Source: an optimization exercise on an open RTL-to-GDS flow (aim: small area, a short achievable clock period and few clock cycles per item). Production flows keep margins and buffers that such runs may drop. In this exercise RTL edits were held to simulation tests only and were not proved equivalent to the original. No activity file was given, so power comes from the tool's default toggle rates.

==> flow/design.v (outline; a module is shown in full before it is edited, if it fits) <==
// module mac_csa: 2420 lines
// module mac_fin: 138 lines
// module mac_add: 605 lines
// module mac_ci: 83 lines
module mac_ci (
    input  logic        clk,
    input  logic        reset,
    input  logic        clk_en,
    input  logic        start,
    input  logic [2:0]  n,
    input  logic [31:0] dataa,
    input  logic [31:0] datab,
    output logic [31:0] result,
    output logic        done
);
  // ...
==> flow/flow/run.sh <==
#!/bin/bash
# Standard synthesis, then an inverter clean-up around the full-adder cells (fixinv.py),
# then the standard layout from the cleaned netlist.
set -euo pipefail
R=orfs/results/sky130hd/mac_ci/base
bash standard.sh synth > synth_std.log 2>&1
cp $R/1_2_yosys.v $R/1_2_yosys_std.v
python3 flow/fixinv.py $R/1_2_yosys_std.v $R/1_2_yosys.v > fixinv.log 2>&1
rm -f $R/1_synth.odb $R/1_synth.sdc
bash standard.sh "BUFFER_PORTS_ARGS=-buffer_cell sky130_fd_sc_hd__buf_2" finish > finish.log 2>&1
==> flow/flow/fixinv.py <==
#!/usr/bin/env python3
"""Polarity clean-up of a mapped sky130 netlist (written by yosys write_verilog -noattr).

A full adder is self-dual: fa(~a, ~b, ~c) = (~cout, ~sum). Yosys's extract_fa often picks
the inverted form of an adder and leaves inverters between adder cells. This script
chooses, for each fa cell, whether to use it in inverted form, and for some simple gates
whether to swap them for their output-inverted twin (xor2/xnor2, nand2/and2, ...), so that
as few signals as possible need an inverted copy. It then removes every inverter and
inserts one inverter per signal that some sink needs inverted. The logic function of every
output and register input is unchanged; registers are untouched.

usage: fixinv.py IN.v OUT.v [stats]
"""
import re, sys, collections, random, math

src = open(sys.argv[1]).read()
lines = src.split('\n')
P = 'sky130_fd_sc_hd__'
INV = re.compile(P + r'(inv|clkinv)_\d+$')
FA = re.compile(P + r'fa_\d+$')
OUTPINS = {'X', 'Y', 'Q', 'Q_N', 'SUM', 'COUT', 'HI', 'LO'}
INV_AREA = 3.7536
# output-inverted twins with identical input pins: type -> (twin, twin output pin, area change)
TWINS = {}
def twin(a, ao, b, bo, aa, ba):
    TWINS[P + a] = (P + b, bo, ba - aa)
    TWINS[P + b] = (P + a, ao, aa - ba)
twin('xor2_1', 'X', 'xnor2_1', 'Y', 8.7584, 8.7584)
twin('o22ai_1', 'Y', 'o22a_1', 'X', 6.256, 8.7584)
twin('a22oi_1', 'Y', 'a22o_1', 'X', 7.5072, 8.7584)
twin('a21oi_1', 'Y', 'a21o_1', 'X', 5.0048, 7.5072)
twin('o21ai_0', 'Y', 'o21a_1', 'X', 5.0048, 7.5072)
twin('nand2_1', 'Y', 'and2_1', 'X', 3.7536, 6.256)
twin('nor2_1', 'Y', 'or2_1', 'X', 3.7536, 6.256)
twin('nand3_1', 'Y', 'and3_1', 'X', 5.0048, 6.256)
twin('nor3_1', 'Y', 'or3_1', 'X', 5.0048, 6.256)

# ---- parse module body into cells
head_re = re.compile(r'^\s*(sky130_fd_sc_hd__\w+)\s+(\\\S+|\S+)\s*\($')
pin_re = re.compile(r'^\s*\.(\w+)\((.*)\),?$')
cells = []          # [type, name, [(pin, net)], first_line, last_line]
i = 0
while i < len(lines):
    m = head_re.match(lines[i])
    if m:
        pins = []
        j = i + 1
        while not lines[j].strip().startswith(');'):
            pm = pin_re.match(lines[j])
            assert pm, lines[j]
            nm = pm.group(2).strip()
            pins.append((pm.group(1), nm + ' ' if nm.startswith('\\') else nm))
            j += 1
        cells.append([m.group(1), m.group(2), pins, i, j])
        i = j + 1
    else:
        i += 1

driver = {}
for ci, (typ, name, pins, a, b) in enumerate(cells):
    for p, n in pins:
        if p in OUTPINS:
            driver[n] = ci

inv_cells = {ci for ci, c in enumerate(cells) if INV.match(c[0])}
fa_cells = {ci for ci, c in enumerate(cells) if FA.match(c[0])}

def pin_net(ci, pin):
    for p, n in cells[ci][2]:
        if p == pin:
            return n
    raise KeyError(pin)

def root(n):
    par = 0
    while n in driver and driver[n] in inv_cells:
        n = pin_net(driver[n], 'A')
        par ^= 1
    return n, par

ports_out = set()
for l in lines:
    m = re.match(r'^\s*output\s+(\[[^\]]*\]\s*)?(\S+);', l)
    if m:
        ports_out.add(m.group(2))
def is_port_net(n):
    return n.split('[')[0].strip().lstrip('\\') in ports_out
for ci in inv_cells:
    assert not is_port_net(pin_net(ci, 'Y')), "inverter drives an output port"

need = {}                                     # (ci, pin) -> (root, parity)
for ci, c in enumerate(cells):
    if ci in inv_cells:
        continue
    for p, n in c[2]:
        if p not in OUTPINS:
            need[(ci, p)] = root(n)

fixed = set()
for n, ci in driver.items():
    if is_port_net(n):
        fixed.add(ci)
tw_cells = {ci for ci, c in enumerate(cells) if c[0] in TWINS and ci not in fixed}
fa_flip = fa_cells - fixed
nodes = sorted(fa_flip | tw_cells)
flip = {ci: 0 for ci in nodes}

root_sinks = collections.defaultdict(list)     # root -> [(ci, parity)]
for (ci, p), (r, par) in need.items():
    root_sinks[r].append((ci, par))

def drv_flip(r):
    d = driver.get(r)
    return flip.get(d, 0) if d is not None else 0

def sink_flip(ci):
    return flip[ci] if ci in fa_flip else 0

def root_cost(r):
    fd = drv_flip(r)
    for ci, par in root_sinks[r]:
        if par ^ sink_flip(ci) ^ fd:
            return INV_AREA
    return 0.0

def node_roots(ci):
    rs = set()
    for p, n in cells[ci][2]:
        if p in OUTPINS:
            if n in root_sinks:
                rs.add(n)
        elif ci in fa_flip:
            rs.add(need[(ci, p)][0])
    return list(rs)

def node_cost(ci):
    return TWINS[cells[ci][0]][2] if (ci in tw_cells and flip[ci]) else 0.0

roots_of = {ci: node_roots(ci) for ci in nodes}
def total():
    return sum(root_cost(r) for r in root_sinks) + sum(node_cost(ci) for ci in nodes)

before_inv = len(inv_cells)
cost0 = total()
best = cur = cost0
best_flip = dict(flip)
rnd = random.Random(1)
steps = 60 * len(nodes) * 20
for s in range(steps):
    T = 4.0 * (1 - s / steps) ** 2 + 0.02
    ci = nodes[rnd.randrange(len(nodes))]
    rs = roots_of[ci]
    c0 = sum(root_cost(r) for r in rs) + node_cost(ci)
    flip[ci] ^= 1
    c1 = sum(root_cost(r) for r in rs) + node_cost(ci)
    d = c1 - c0
    if d <= 0 or rnd.random() < math.exp(-d / T):
        cur += d
        if cur < best - 1e-9:
            best = cur
            best_flip = dict(flip)
    else:
        flip[ci] ^= 1
flip = best_flip
# greedy polish
improved = True
while improved:
    improved = False
    for ci in nodes:
        rs = roots_of[ci]
        c0 = sum(root_cost(r) for r in rs) + node_cost(ci)
        flip[ci] ^= 1
        c1 = sum(root_cost(r) for r in rs) + node_cost(ci)
        if c1 < c0 - 1e-9:
            improved = True
        else:
            flip[ci] ^= 1

# ---- rewrite
inv_of = {}
new_cells = []
k = 0
def inv_net(r):
    global k
    if r not in inv_of:
        k += 1
        nn = f"_pfx{k}_"
        inv_of[r] = nn
        new_cells.append(f"  {P}inv_1 _pfxinv{k}_ (\n    .A({r}),\n    .Y({nn})\n  );")
    return inv_of[r]

newpin = {}
for (ci, p), (r, par) in need.items():
    newpin[(ci, p)] = inv_net(r) if par ^ sink_flip(ci) ^ drv_flip(r) else r

out = list(lines)
ntw = 0
for ci in tw_cells:
    if flip[ci]:
        ntw += 1
        typ = cells[ci][0]
        nt, npin, _ = TWINS[typ]
        a = cells[ci][3]
        out[a] = out[a].replace(typ, nt, 1)
        for li in range(a + 1, cells[ci][4]):
            pm = pin_re.match(lines[li])
            if pm.group(1) in OUTPINS:
                comma = ',' if lines[li].rstrip().endswith(',') else ''
                nm = pm.group(2).strip()
                nm = nm + ' ' if nm.startswith('\\') else nm
                out[li] = f"    .{npin}({nm}){comma}"
drop = set()
for ci in inv_cells:
    drop.update(range(cells[ci][3], cells[ci][4] + 1))
for ci, (typ, name, pins, a, b) in enumerate(cells):
    if ci in inv_cells:
        continue
    for li in range(a + 1, b):
        pm = pin_re.match(lines[li])
        p = pm.group(1)
        if (ci, p) in newpin:
            comma = ',' if lines[li].rstrip().endswith(',') else ''
            out[li] = f"    .{p}({newpin[(ci, p)]}){comma}"
res = []
for li, l in enumerate(out):
    if li in drop:
        continue
    if l.strip() == 'endmodule':
        res.extend(new_cells)
    res.append(l)
for idx, l in enumerate(res):
    if re.match(r'^\s*wire\s', l):
        res[idx:idx] = [f"  wire _pfx{j}_;" for j in range(1, k + 1)]
        break
open(sys.argv[2], 'w').write('\n'.join(res))
print(f"fixinv: {before_inv} inverters before, {k} after; {sum(flip[c] for c in fa_flip)} of "
      f"{len(fa_cells)} adders flipped, {ntw} of {len(tw_cells)} gates swapped for their twin; "
      f"cost {cost0:.1f} -> {best:.1f} um2")

if len(sys.argv) > 3:
    st = collections.Counter()
    for r in inv_of:
        d = driver.get(r)
        dt = cells[d][0].replace(P, '') if d is not None else 'port'
        sk = set()
        for ci, par in root_sinks[r]:
            if par ^ sink_flip(ci) ^ drv_flip(r):
                sk.add(cells[ci][0].replace(P, ''))
        st[(dt, tuple(sorted(sk)))] += 1
    for kk, v in st.most_common(30):
        print(v, kk)
==> flow/standard.sh <==
#!/bin/bash
# synth_recipe.tcl (not shown) runs the flow's synth.tcl, then flattens the netlist and writes it again
# the make line also repeats each setting of config.mk as NAME=value (left out here)
make -C /OpenROAD-flow-scripts/flow DESIGN_CONFIG=/design/flow/config.mk WORK_HOME=/design/flow/orfs CLKGATE_MAP_FILE= SYNTH_SCRIPT=/design/flow/synth_recipe.tcl "${@:-finish}"
==> flow/config.mk <==
export PLATFORM = sky130hd
export DESIGN_NAME = mac_ci
export DESIGN_NICKNAME = mac_ci
export VERILOG_FILES = /design/flow/design.v
export SDC_FILE = /design/flow/constraint.sdc
export NUM_CORES = 4
export LEC_CHECK = 0
export ABC_AREA = 1
export CAP_MARGIN = 20
export CORE_MARGIN = 2
export CORE_UTILIZATION = 40
export SETUP_SLACK_MARGIN = 4.25
export SLEW_MARGIN = 20
==> flow/constraint.sdc <==
create_clock -name core_clock -period 10.0 [get_ports {clk}]
set_input_delay 2.0000 -clock core_clock [delete_from_list [all_inputs] [get_ports {clk}]]
set_output_delay 2.0000 -clock core_clock [all_outputs]
set_load 0.01 [all_outputs]
==> results.sh, run 1 <==
export IMPL_synthCells=3281
export IMPL_gp_congestion=0.9490
export IMPL_rows=99
export IMPL_cts_tree="done"
export IMPL_drive_gt1_share_pct=14.74
export IMPL_syn2layout_area_growth_pct=11.98
export IMPL_worstSetupPathType="in -> reg"
export IMPL_status="timing/DRC/antenna clean"
export IMPL_pre_cts_slack_ns=2.611
export IMPL_grt_max_degree=69
export IMPL_use_met1_pct=37.13
export IMPL_numPortBuffers=103
export IMPL_worst_path_max_fanout=26
export IMPL_grt_overflow_total=0
export IMPL_largest_register_ff_count=113
export IMPL_critPathArrivalTime_ns=6.12
export IMPL_required_ns=10.39
export IMPL_worst_setup_path_start_kind="input pin"
export IMPL_antenna_found_initial=4
export IMPL_fillerInstances=7044
export IMPL_core_area_sq_um=73210
export IMPL_largestRegisters="cut_q: 113 flops, acc_q: 64 flops"
export IMPL_dpl_cell_count=4120
export IMPL_nets=3997
export IMPL_p_clk_share_pct=7.4
Testbench counts, summed over its fixed seeds: cycles 9,658, ops 4,829.
==> run 2, diff against run 1 <==
==> flow/flow/run.sh (replaced) <==
#!/bin/bash
# Standard synthesis, then a clean-up of the combinational logic: inverter clean-up around
# the full-adder cells (fixinv.py) and a re-run of ABC with adders and registers kept
# (reabc.sh), twice; then the standard layout from the cleaned netlist.
set -euo pipefail
R=orfs/results/sky130hd/mac_ci/base
L=orfs/logs/sky130hd/mac_ci/base
bash standard.sh synth > synth_std.log 2>&1
cp $R/1_2_yosys.v $R/1_2_yosys_std.v
python3 flow/fixinv.py $R/1_2_yosys_std.v $R/1_2_fix1.v > fixinv1.log 2>&1
bash flow/reabc.sh $R/1_2_fix1.v $R/1_2_abc1.v $L/1_2_yosys.log > reabc1.log 2>&1
python3 flow/fixinv.py $R/1_2_abc1.v $R/1_2_fix2.v > fixinv2.log 2>&1
bash flow/reabc.sh $R/1_2_fix2.v $R/1_2_yosys.v $L/1_2_yosys.log > reabc2.log 2>&1
rm -f $R/1_synth.odb $R/1_synth.sdc
bash standard.sh "BUFFER_PORTS_ARGS=-buffer_cell sky130_fd_sc_hd__buf_2" finish > finish.log 2>&1
--- a/flow/flow/fixinv.py
+++ b/flow/flow/fixinv.py
@@ -176,7 +176,11 @@
         else:
             flip[ci] ^= 1
 
-# ---- rewrite
+# ---- rewrite (new names must not clash with names already in the netlist)
+tag = 0
+while f"_fi{tag}n" in src:
+    tag += 1
+PFX = f"_fi{tag}n"
 inv_of = {}
 new_cells = []
 k = 0
@@ -184,9 +188,9 @@
     global k
     if r not in inv_of:
         k += 1
-        nn = f"_pfx{k}_"
+        nn = f"{PFX}{k}_"
         inv_of[r] = nn
-        new_cells.append(f"  {P}inv_1 _pfxinv{k}_ (\n    .A({r}),\n    .Y({nn})\n  );")
+        new_cells.append(f"  {P}inv_1 {PFX}i{k}_ (\n    .A({r}),\n    .Y({nn})\n  );")
     return inv_of[r]
 
 newpin = {}
@@ -230,7 +234,7 @@
     res.append(l)
 for idx, l in enumerate(res):
     if re.match(r'^\s*wire\s', l):
-        res[idx:idx] = [f"  wire _pfx{j}_;" for j in range(1, k + 1)]
+        res[idx:idx] = [f"  wire {PFX}{j}_;" for j in range(1, k + 1)]
         break
 open(sys.argv[2], 'w').write('\n'.join(res))
 print(f"fixinv: {before_inv} inverters before, {k} after; {sum(flip[c] for c in fa_flip)} of "
==> flow/flow/reabc.sh (new file) <==
#!/bin/bash
# usage: reabc.sh IN.v OUT.v SYNTH_LOG
# Re-run ABC (the same area script, liberty and don't-use list as the standard synthesis)
# on the combinational logic of a mapped netlist. Full adders, half adders and registers
# are kept as they are (black boxes), so register names and cells do not change.
set -euo pipefail
IN=$1; OUT=$2; LOG=$3
LIB=$(grep -o -- '-liberty [^ ]*' "$LOG" | head -1 | cut -d' ' -f2)
DU=$(grep -o -- '-dont_use [^ ]*' "$LOG" | sort -u | tr '\n' ' ')
SCRIPT=$(grep -o -- 'abc -script [^ ]*' "$LOG" | head -1 | cut -d' ' -f3)
YOSYS=yosys
[[ -x "$FLOW_HOME/../tools/install/yosys/bin/yosys" ]] && YOSYS="$FLOW_HOME/../tools/install/yosys/bin/yosys"
KEEP=$(grep -o -E 'sky130_fd_sc_hd__(fa|ha|dfxtp|edfxtp|dfrtp|dfstp|dfxbp|conb)_[0-9]+' "$IN" | sort -u | tr '\n' ' ')
cat > "$OUT.ys" <<EOT
read_liberty -ignore_miss_func $LIB
blackbox $KEEP
read_verilog $IN
hierarchy -top $FLOW_TOP
flatten
opt -purge
abc -script $SCRIPT -liberty $LIB $DU
opt_clean -purge
tee -o $OUT.stat stat -liberty $LIB
write_verilog -noattr -noexpr $OUT
EOT
"$YOSYS" -s "$OUT.ys"
--- a/flow/config.mk
+++ b/flow/config.mk
@@ -9,5 +9,5 @@
 export CAP_MARGIN = 20
 export CORE_MARGIN = 2
 export CORE_UTILIZATION = 40
-export SETUP_SLACK_MARGIN = 4.25
+export SETUP_SLACK_MARGIN = 4.35
 export SLEW_MARGIN = 20
==> run 2 against run 1 <==
Global-route usage decreased by 0.30 points. Largest power group unchanged. Maximum frequency increased by 0.84%. Critical path type unchanged. Register-to-register slack improved by 0.11 ns. Via count decreased by 1.8%. Clock-buffer cell count increased by 1. Routed wire length decreased by 5.4%. Clock skew decreased by 0.0031 ns. Hold slack got worse by 0.00099 ns. Final area decreased by 2.0%.
==> results.sh, run 2 <==
export IMPL_hold_start="acc_q[63]"
export IMPL_cap_violations=0
export IMPL_cts_tree="done"
export IMPL_syn2layout_area_growth_pct=15.36
export IMPL_min_path_cells=1
export IMPL_hold_path_class="reg -> reg"
export IMPL_drt_wl_total_microns=110200
export IMPL_drive_gt1_share_pct=14.35
export IMPL_endpoint_kind="register"
export IMPL_reg2reg_to="cut_q[63]"
export IMPL_ir_drop_mv=0.2791
export IMPL_worst_path_max_fanout=35
export IMPL_die_w_microns=269.7
export IMPL_r2r_start="acc_q[38]"
export IMPL_die_y_microns=269.7
export IMPL_synthCells=3086
export IMPL_clock_latency_ns=0.52
export IMPL_htree_levels=4
export IMPL_fin_tns_setup_ns=0
export IMPL_wl_per_cell_microns=26.28
export IMPL_final_common_cell="fa_1"
export IMPL_fin_crit_ns=5.680
export IMPL_worstMarginPinSlew_ns=0.9589
export IMPL_power_density_nw_per_um2=305.0
export IMPL_status="timing/DRC/antenna clean"
export IMPL_synth_cell_area_sq_um=28230
export IMPL_yosysWarnings=1
export IMPL_worst_setup_path_start_kind="input pin"
export IMPL_setup_violations=0
export IMPL_r2r_worst_path_cells=6
export IMPL_via_per_inst=5.922
export IMPL_clock_skew_ns=0.01520
export IMPL_dieArea_sq_um=72720
export IMPL_ctsHoldBuffers=0
export IMPL_num_vias=24840
export IMPL_syn_nets=3779
export IMPL_numPortBuffers=103
export IMPL_grt_pass1_vias=24070
export IMPL_drt_first_pass_iters=6
export IMPL_initial_core_util_pct=40.39
export IMPL_slew_headroom_pct=36.08
export IMPL_ioPinCount=104
export IMPL_final_max_slew_viol_count=0
export IMPL_rows=97
export IMPL_regMostFlops="cut_q"
export IMPL_clk_pin_slew_ns=0.07
export IMPL_final_hold_viol_count=0
export IMPL_cts_sinks=183
export IMPL_place_hpwl_microns=81150
export IMPL_antennaDiodeCount=0
export IMPL_drtIter0Drc=2956
export IMPL_p_leak_nw=13.41
export IMPL_r2r_setup_slack_ns=6.45
export IMPL_grt_max_degree=36
export IMPL_cts_buffer_depth=2
export IMPL_grt_overflow_total=0
export IMPL_grt_util_all_layers_pct=29.65
export IMPL_largestRegisters="cut_q: 113 flops, acc_q: 64 flops"
export IMPL_fin_crit_sh_pct=56.80
export IMPL_numCtsBuffers=17
export IMPL_fmax_ghz=0.1761
export IMPL_ant_nets=0
export IMPL_antenna_found_initial=2
export IMPL_largest_register_ff_count=113
export IMPL_synth_area_per_cell_sq_um=9.148
export IMPL_required_ns=10.38
export IMPL_worstSetupPathType="in -> reg"
export IMPL_final_cell_mix="484 x fa_1, 469 x xnor2_1, 469 x nand2_1"
export IMPL_drcViolationCount=0
export IMPL_core_area_sq_um=69910
export IMPL_nets=3934
export IMPL_gp_congestion=0.9478
export IMPL_final_util_pct=46.59
export IMPL_critPathArrivalTime_ns=6.06
export IMPL_holdPathEnd="cut_q[111]"
export IMPL_grt_first_pass_wirelength_microns=159500
export IMPL_grt_setup_unrepaired="true"
export IMPL_startpoint="datab[19]"
export IMPL_cts_root_buf="clkbuf_16"
## run 2: routing by layer
metal  vias up  GRT usage, %  wire [microns]
met2      1644         44.21           47150
met5         -             0               0
met1     12090         40.75           44950
li1      10820             -               -
met3       288         8.496           13060
met4         0         11.18            5071
## run 2: worst max-delay path, stage by stage
cell and delay [ns]:
buf_12 0.21, inv_1 0.13, nor2_1 0.10, nand2_1 0.18, nand2_4 0.17, clkinvlp_4 0.24, o21ai_1 0.25, fa_1 0.46
fa_1 0.53, fa_2 0.45, fa_1 0.40, fa_1 0.52, fa_1 0.40
## run 2: area by class of cell
cell class                      instances  area, sq um
Clock buffer                           18        439.2
Clock inverter                         14        155.1
Fill cell                            6686        37340
Inverter                              205        879.6
Multi-Input combinational cell       2578        23940
Sequential cell                       183         3694
Tap cell                              940         1176
Timing Repair Buffer                  239         2153
Timing Repair inverter                 17        128.9
## run 2: how the worst max path moves through the flow
stage	endpoint	slack, ns
3_3_place_gp	cut_q[55]	2.73
2_1_floorplan	cut_q[53]	4.34
5_1_grt	cut_q[53]	4.25
6_report	cut_q[53]	4.32
3_5_place_dp	cut_q[55]	2.61
4_1_cts	cut_q[49]	4.35
## run 2: repair_timing
action | 4_1_cts | 5_1_grt
pin swaps | 5 | 23
endpoints found under the setup margin | 114 | 72
setup buffers | 37 | 57
cloned | 18 | 9
gates resized for setup | 132 | 125
## run 2: through the flow
step / setup WS (ns) / std cells / hold slack (ns) / instance area, sq um / total power, mW
global placement: 2.734 / 4041 / 0.3877 / 29720 / 8.649
floorplan: 4.338 / 3086 / 0.3709 / 28320 / 6.524
detailed placement: 2.607 / 4041 / 0.3913 / 29720 / 8.834
global route: 4.245 / 4194 / 0.4346 / 32570 / 10.97
CTS: 4.350 / 4128 / 0.4105 / 31360 / 9.630
finish: 4.320 / 4194 / 0.4056 / 32570 / 9.934
## run 2: power breakdown
part           internal (mW)  switching (mW)  leakage [nW]  total [mW]
registers               1.17           0.188          1.52        1.36
clock network          0.340           0.358         0.292       0.698
logic                   3.40            4.48          11.6        7.88
==> run 3, diff against run 2 <==
--- a/flow/config.mk
+++ b/flow/config.mk
@@ -9,5 +9,5 @@
 export CAP_MARGIN = 20
 export CORE_MARGIN = 2
 export CORE_UTILIZATION = 40
-export SETUP_SLACK_MARGIN = 4.35
+export SETUP_SLACK_MARGIN = 4.25
 export SLEW_MARGIN = 20
==> run 3 against run 2 <==
Clock power up 4.4%. Utilization is 0.52 points lower. Clock-buffer cell count did not move. Highest routed layer is now met5.
==> results.sh, run 3 <==
export IMPL_htree_levels=4
export IMPL_required_ns=10.35
export IMPL_place_hpwl_microns=81220
export IMPL_rows=97
export IMPL_r2r_setup_slack_ns=6.44
export IMPL_drt_first_pass_iters=5
export IMPL_r2r_start="acc_q[34]"
export IMPL_nets=3912
export IMPL_worst_setup_path_start_kind="input pin"
export IMPL_ctsHoldBuffers=0
export IMPL_reg2reg_to="cut_q[55]"
export IMPL_fin_crit_ns=5.719
export IMPL_largest_register_ff_count=113
export IMPL_fin_crit_sh_pct=57.19
export IMPL_worstMarginPinSlew_ns=0.9637
export IMPL_pwr_share_comb_pct=79.1
export IMPL_hold_path_class="reg -> reg"
export IMPL_synth_cell_area_sq_um=28230
export IMPL_drive_gt1_share_pct=13.27
export IMPL_worstSetupPathType="in -> reg"
export IMPL_synth_area_per_cell_sq_um=9.148
export IMPL_clock_latency_ns=0.47
export IMPL_antennaDiodeCount=0
export IMPL_swShare_pct=50.24
export IMPL_initial_core_util_pct=40.39
export IMPL_status="timing/DRC/antenna clean"
export IMPL_startpoint="datab[19]"
export IMPL_final_hold_viol_count=0
export IMPL_grt_overflow_total=0
export IMPL_power_density_nw_per_um2=309.2
export IMPL_final_max_slew_viol_count=0
export IMPL_finalPower_mw=9.958
export IMPL_seq_power_share_pct=13.5
export IMPL_drcViolationCount=0
export IMPL_grt_max_degree=38
export IMPL_multi_input_area_sq_um=23800
export IMPL_synthCells=3086
export IMPL_grt_pass1_vias=24240
export IMPL_numPortBuffers=103
export IMPL_endpoint_kind="register"
export IMPL_ioPinCount=104
export IMPL_crit_end="cut_q[47]"
export IMPL_ant_nets=0
export IMPL_final_cell_mix="486 x fa_1, 472 x nand2_1, 469 x xnor2_1"
export IMPL_core_area_sq_um=69910
export IMPL_grt_setup_unrepaired="true"
export IMPL_cts_sinks=183
export IMPL_slew_headroom_pct=35.60
export IMPL_p_leak_nw=13.24
export IMPL_regMostFlops="cut_q"
export IMPL_grt_util_all_layers_pct=29.53
export IMPL_clk_pin_slew_ns=0.07
export IMPL_critPathArrivalTime_ns=6.07
export IMPL_syn2layout_area_growth_pct=14.08
export IMPL_internal_power_mw=4.956
export IMPL_r2r_worst_path_cells=6
export IMPL_antenna_found_initial=2
export IMPL_syn_nets=3779
export IMPL_gp_congestion=0.9600
export IMPL_fin_tns_setup_ns=0
export IMPL_ff_latch_area_sq_um=3694
export IMPL_worst_path_max_fanout=17
export IMPL_p_clk_share_pct=7.3
export IMPL_p_sw_mw=5.003
export IMPL_drt_wl_total_microns=108600
export IMPL_numCtsBuffers=17
export IMPL_yosysWarnings=1
export IMPL_min_path_cells=1
export IMPL_num_vias=24580
export IMPL_die_y_microns=269.7
export IMPL_cap_violations=0
export IMPL_via_per_inst=5.891
export IMPL_largestRegisters="cut_q: 113 flops, acc_q: 64 flops"
export IMPL_wl_per_cell_microns=26.03
export IMPL_dieArea_sq_um=72720
export IMPL_die_w_microns=269.7
export IMPL_cts_root_buf="clkbuf_16"
export IMPL_setup_violations=0
export IMPL_ir_drop_mv=0.1733
export IMPL_cts_tree="done"
export IMPL_drtIter0Drc=2869
export IMPL_fmax_ghz=0.1749
export IMPL_final_common_cell="fa_1"
export IMPL_clock_skew_ns=0.01144
export IMPL_grt_first_pass_wirelength_microns=159700
export IMPL_fillerInstances=6775
export IMPL_cts_buffer_depth=2
run 3: power by group through the flow:
stage               logic [mW]  clock network [mW]  registers (mW)
floorplan                 5.25                   0            1.26
global placement          7.34                   0            1.36
detailed placement        7.53                   0            1.36
CTS                       7.63               0.736            1.34
global route              8.85               0.761            1.37
finish                    7.88               0.729            1.35
run 3: critical path, stage by stage:
cell and delay (ns):
buf_12 0.17, buf_12 0.16, inv_1 0.09, nor2_2 0.19, nand2_4 0.12, nand2_4 0.12
clkinvlp_4 0.24, o22ai_2 0.18, fa_1 0.49, fa_1 0.52, fa_1 0.43, fa_1 0.40
fa_1 0.51, fa_1 0.41
run 3: how the worst min path moves through the flow:
stage                     slack [ns]          to  startpoint
after global routing            0.43  cut_q[111]   acc_q[63]
after global placement          0.39  cut_q[111]   acc_q[63]
after floorplan                 0.37  cut_q[111]   acc_q[63]
after CTS                       0.41  cut_q[111]   acc_q[63]
after detailed placement        0.39  cut_q[111]   acc_q[63]
final                           0.40  cut_q[111]   acc_q[63]
run 3: what timing repair did:
| action | in CTS | in global routing |
|---|---|---|
| buffers inserted | 32 | 39 |
| pin swaps | 1 | 7 |
| gates resized for setup | 115 | 111 |
| cloned | 20 | 6 |
| setup endpoints to repair | 89 | 92 |
run 3: layer usage:
| layer | track usage, % | vias up | part of all wire (%) |
|---|---|---|---|
| li1 | - | 10780 | - |
| met1 | 40.75 | 12060 | 41 |
| met2 | 42.93 | 1501 | 42 |
| met3 | 8.336 | 234 | 12 |
| met4 | 13.29 | 4 | 4.9 |
| met5 | 0 | - | 0.020 |
run 3: metrics by stage:
step | cells | utilization, % | instance area, sq um | hold slack [ns] | setup WS, ns
after floorplan | 3086 | - | 28240 | 0.3709 | 4.236
after global placement | 4043 | 42.47 | 29690 | 0.3918 | 2.729
after detailed placement | 4043 | 42.47 | 29690 | 0.3908 | 2.760
after CTS | 4127 | 44.63 | 31200 | 0.4079 | 4.222
after global routing | 4172 | 46.07 | 32210 | 0.4329 | 4.161
final | 4172 | 46.07 | 32210 | 0.4048 | 4.281
run 3: cell type report:
cell class	count	share of cell area [%]
clock buffers	18	1.364
inverters	205	2.700
clock inverters	14	0.5439
repair inverters	16	0.3652
well taps	940	3.652
repair buffers	218	6.022
flip-flops and latches	183	11.47
multi-input cells	2578	73.88

[port drivers added, routing unchanged]
Ports are ideal in the flow. The routed layouts listed here were re-timed in OpenROAD.
Step 1, drivers: a clkbuf_16 drives clk and a buf_2 each remaining input, both assumed.
Step 2 times the ports against the registers' clock, not the clock port: input delays grow and output delays shrink by t, the midpoint of the rising clock arrivals with the driver on.
Slacks: no drivers / after step 1 / after step 2; pairs: no drivers / after step 1.
| run | t (ns) | setup slack, ns | latest minus earliest clock arrival (ns) | slew at the worst register clock pin (ns) |
|---|---|---|---|---|
| run 1 | 0.579 | 4.272 / 4.276 / 3.697 | 0.018 / 0.018 | 0.09 / 0.09 |
| run 2 | 0.570 | 4.320 / 4.281 / 3.711 | 0.015 / 0.015 | 0.08 / 0.08 |
| run 3 | 0.527 | 4.281 / 4.261 / 3.734 | 0.012 / 0.012 | 0.08 / 0.08 |
After both steps every run listed still meets setup and hold. The setup slack of run 2, which loses most, moves by -0.039 ns with the drivers and by -0.609 ns with both steps.
